Source: an optimization exercise on an open RTL-to-GDS flow (aim: small area, a short achievable clock period and few clock cycles). Production flows keep margins and buffers that such runs may drop.
Where RTL was checked, it was by simulation tests only, not by an equivalence proof against the original.
Power is estimated from default activity; no workload was simulated.

## flexka
module flexka (
  input  logic        clk,
  input  logic        rstn,
  input  logic        cmd_valid,
  input  logic [2:0]  cmd,
  input  logic [15:0] cmd_data,
  output logic [1:0]  flexka_state,
  output logic [15:0] out_data,
  output logic [31:0] elapsed_cycles
);
clock: 8.0 ns
lec_check: 0
cap_margin: 20
core_margin: 2
core_utilization: 40
cts_buf_list: sky130_fd_sc_hd__clkbuf_8 sky130_fd_sc_hd__clkbuf_16
cts_cluster_diameter: 90
cts_cluster_size: 24
setup_slack_margin: 5
slew_margin: 20
run.sh (not shown) runs the stock make flow with config.mk's settings and CLKGATE_MAP_FILE= SYNTH_SCRIPT=/design/flow/synth_recipe.tcl, a recipe that flattens the netlist after the stock synthesis.
The first run finished clean.
Testbench counts at the start, summed over its fixed seeds: cycles 14,076.
Change:
--- a/flow/config.mk
+++ b/flow/config.mk
@@ -8,6 +8,5 @@
 export CAP_MARGIN = 20
 export CORE_MARGIN = 2
-export CORE_UTILIZATION = 40
-export CTS_BUF_LIST = sky130_fd_sc_hd__clkbuf_8 sky130_fd_sc_hd__clkbuf_16
+export CORE_UTILIZATION = 55
 export CTS_CLUSTER_DIAMETER = 90
 export CTS_CLUSTER_SIZE = 24
After rerunning:
- The new run went through all stages and came out clean
- worst setup slack is worse by 130 ps
- combinational power falls by about 3%
- synthesized cell count stays the same
- clock skew falls by 16 ps
- wire length falls by 0.74%
- utilization rises by 16 points
- first-iteration DRC count rises by 2.8%
- critical path depth rises by 1

Another version of the RTL of flexka (not shown whole).
Size: about 2,800 cells after synthesis, ~750 flip-flops, ~72 I/O pins, roughly 0.037 mm2 of cells after synthesis.
## flexka
module flexka (
  input  logic        clk,
  input  logic        rstn,
  input  logic        cmd_valid,
  input  logic [2:0]  cmd,
  input  logic [15:0] cmd_data,
  output logic [1:0]  flexka_state,
  output logic [15:0] out_data,
  output logic [31:0] elapsed_cycles
);
export LEC_CHECK = 0
export CAP_MARGIN = 20
export CORE_MARGIN = 2
export CORE_UTILIZATION = 40
export CTS_CLUSTER_DIAMETER = 100
export CTS_CLUSTER_SIZE = 28
export SETUP_SLACK_MARGIN = 5
export SLEW_MARGIN = 20
create_clock -name core_clock -period 8.0 [get_ports {clk}]
Change:
Settings changed: CTS_CLUSTER_DIAMETER 100 to 90, CTS_CLUSTER_SIZE 28 to 24.
Result: Clock skew goes down by 0.013 ns; power is higher by 1.1%; routed wire length decreases by 0.81%; final cell count is about the same; design area hardly moves; clock power increases by about 5%; critical path depth does not change; setup slack improved by 0.027 ns; synthesized area does not change.
Function was not checked in any run of this note: the RTL went through the layout flow alone.

== umber ==
flexka, a different RTL version from the one above (not shown whole).
For scale: about 2900 cells after synthesis, about 790 flip-flops, ~72 I/O pins, about 38000 µm² of cells after synthesis.
==> flow/design.v (excerpt) <==
module flexka (
  input  logic        clk,
  input  logic        rstn,
  input  logic        cmd_valid,
  input  logic [2:0]  cmd,
  input  logic [15:0] cmd_data,
  output logic [1:0]  flexka_state,
  output logic [15:0] out_data,
  output logic [31:0] elapsed_cycles
);
  localparam logic [2:0] C_SIZE_A = 3'd1, C_SIZE_B = 3'd2, C_DATA_A = 3'd3,
                         C_DATA_B = 3'd4, C_OUTADDR = 3'd5, C_START = 3'd6;
  localparam int AW = 37;
  function automatic logic [63:0] csa32(input logic [31:0] x, y, z);
    csa32 = {((x & y) | (x & z) | (y & z)) << 1, x ^ y ^ z};
  endfunction
  function automatic logic [2*AW-1:0] csaw(input logic [AW-1:0] x, y, z);
    csaw = {((x & y) | (x & z) | (y & z)) << 1, x ^ y ^ z};
  endfunction
  logic [15:0] mem_a [8];
  logic [15:0] mem_b [8];
  logic [2:0]  ptr_a, ptr_b;
  logic [3:0]  size_a, size_b;
  logic start;
  assign start = cmd_valid && cmd == C_START && !flexka_state[0];
  always_ff @(posedge clk) begin
    if (!rstn) begin
      ptr_a <= '0;
      ptr_b <= '0;
    end else if (cmd_valid) begin
      case (cmd)
        C_SIZE_A: ptr_a <= '0;
        C_SIZE_B: ptr_b <= '0;
        C_DATA_A: ptr_a <= ptr_a + 3'd1;
        C_DATA_B: ptr_b <= ptr_b + 3'd1;
        default: ;
      endcase
    end
  end
  always_ff @(posedge clk) begin
    if (cmd_valid && cmd == C_SIZE_A) size_a <= cmd_data[3:0];
    if (cmd_valid && cmd == C_SIZE_B) size_b <= cmd_data[3:0];
    for (int k = 0; k < 8; k++) begin
      if (cmd_valid && cmd == C_DATA_A && ptr_a == 3'(k)) mem_a[k] <= cmd_data;
      if (cmd_valid && cmd == C_DATA_B && ptr_b == 3'(k)) mem_b[k] <= cmd_data;
    end
  end
  logic        act, a_first;
  ...
make LEC_CHECK=0 ABC_CLOCK_PERIOD_IN_PS=2800 CAP_MARGIN=20 CORE_MARGIN=2 CORE_UTILIZATION=40 SETUP_SLACK_MARGIN=5 SLEW_MARGIN=20 finish   # period 8.0 ns
Testbench counts of umber, summed over its fixed seeds: cycles 14,268.
Setup changes, umber to quartz
# umber
export LEC_CHECK = 0
export ABC_CLOCK_PERIOD_IN_PS = 2800
export CAP_MARGIN = 20
export CORE_MARGIN = 2
export CORE_UTILIZATION = 40
export SETUP_SLACK_MARGIN = 5
export SLEW_MARGIN = 20
create_clock -name core_clock -period 8.0 [get_ports {clk}]
# quartz
export LEC_CHECK = 0
export CAP_MARGIN = 20
export CORE_MARGIN = 2
export CORE_UTILIZATION = 40
export SLEW_MARGIN = 20
create_clock -name core_clock -period 8.0 [get_ports {clk}]
==> run notes <==
- Sequential share of layout area: quartz > umber
- Between quartz and umber, pin count of the biggest net entering global routing is higher for quartz, umber comes in under that.
- The clock-pin slew reported for the worst setup and hold paths after clock tree synthesis was comparable across quartz and umber.
- | combinational cell fraction of total power | lower: quartz |
- | global-route wire length before repair | quartz vs umber | better |
### quartz -> cedar
# quartz
export LEC_CHECK = 0
export CAP_MARGIN = 20
export CORE_MARGIN = 2
export CORE_UTILIZATION = 40
export SLEW_MARGIN = 20
create_clock -name core_clock -period 8.0 [get_ports {clk}]
# cedar
export LEC_CHECK = 0
export ABC_CLOCK_PERIOD_IN_PS = 2800
export CAP_MARGIN = 20
export CORE_MARGIN = 2
export CORE_UTILIZATION = 40
export CTS_BUF_LIST = sky130_fd_sc_hd__clkbuf_4 sky130_fd_sc_hd__clkbuf_8
export SETUP_SLACK_MARGIN = 5
export SLEW_MARGIN = 20
create_clock -name core_clock -period 8.0 [get_ports {clk}]
--- outcome ---
- Max power across cedar and quartz: cedar
- The slew at the pin with the worst max-slew slack number comes out higher for cedar vs quartz.
- Any difference in sequential logic power between cedar and quartz is small enough to ignore.
- cedar reports a higher buffer count excluding the clock tree in the final layout than quartz does.
- Sort cedar and quartz by setup slack of the critical path after layout asc -> top: quartz
- On H-tree depth: between cedar and quartz, it ends up lower for quartz.
Here is what was changed in the inputs of maple compared with cedar.
# cedar
export LEC_CHECK = 0
export ABC_CLOCK_PERIOD_IN_PS = 2800
export CAP_MARGIN = 20
export CORE_MARGIN = 2
export CORE_UTILIZATION = 40
export CTS_BUF_LIST = sky130_fd_sc_hd__clkbuf_4 sky130_fd_sc_hd__clkbuf_8
export SETUP_SLACK_MARGIN = 5
export SLEW_MARGIN = 20
create_clock -name core_clock -period 8.0 [get_ports {clk}]
# maple
export LEC_CHECK = 0
export CAP_MARGIN = 20
export CORE_MARGIN = 2
export CORE_UTILIZATION = 40
export CTS_BUF_LIST = sky130_fd_sc_hd__clkbuf_4 sky130_fd_sc_hd__clkbuf_8
export SETUP_SLACK_MARGIN = 5
export SLEW_MARGIN = 20
create_clock -name core_clock -period 8.0 [get_ports {clk}]
## What came out
- Any difference in clock group share of total power between cedar and maple is small enough to ignore.
- Per the comparison of maple with cedar, routed via count divided by cell count now sits at about the same level, final setup slack of the worst path now sits at about the same level, stage delay of the slowest cell on the critical path now sits at about the same level, non-clock buffer instance count of the final layout now sits at about the same level, final area now sits at about the same level.
- Diff maple..cedar | number of cells on the worst hold path | unchanged
- From cedar to maple the numbers moved as follows: sequential cell area share comparable, met1 routing resource usage after global routing comparable.
- Per the final summary, maple finished and its layout is clean on timing, DRC and antenna.

## static timing again, ports no longer ideal
The flow's constraints put no driver on any port. The routed layouts listed below were extracted and timed again, unchanged, in two steps. Step 1 sets driving cells, clkbuf_16 on the clock port and buf_2 on the other inputs (assumed; they add their load-dependent delay and slew). Step 2 times the ports against the registers' clock, not the clock port: input delays grow and output delays shrink by t, the midpoint of the rising clock arrivals with the driver on. Three values: ideal, step 1, step 2; two values: the first two.
run	t, ns	slack for setup (ns)	worst setup path after step 2	slew at the worst register clock pin (ns)	worst slew at a driven data input, ns
the first run of note 1	0.657	5.047 / 5.026 / 4.422	input to register	0.10 / 0.10	0.11
the second run of note 1	0.656	4.918 / 4.918 / 4.419	input to register	0.10 / 0.10	0.04
the first run of note 2	0.647	5.016 / 5.016 / 4.456	input to register	0.11 / 0.11	0.06
the second run of note 2	0.654	5.043 / 5.043 / 4.453	input to register	0.10 / 0.10	0.06
umber	0.718	5.012 / 5.031 / 4.332	input to register	0.07 / 0.07	0.03
quartz	0.707	4.059 / 4.059 / 3.787	input to register	0.07 / 0.07	0.04
cedar	0.847	5.003 / 5.013 / 4.199	input to register	0.07 / 0.07	0.03
maple	0.847	5.003 / 5.013 / 4.199	input to register	0.07 / 0.07	0.03
After both steps every run listed still meets setup and hold.
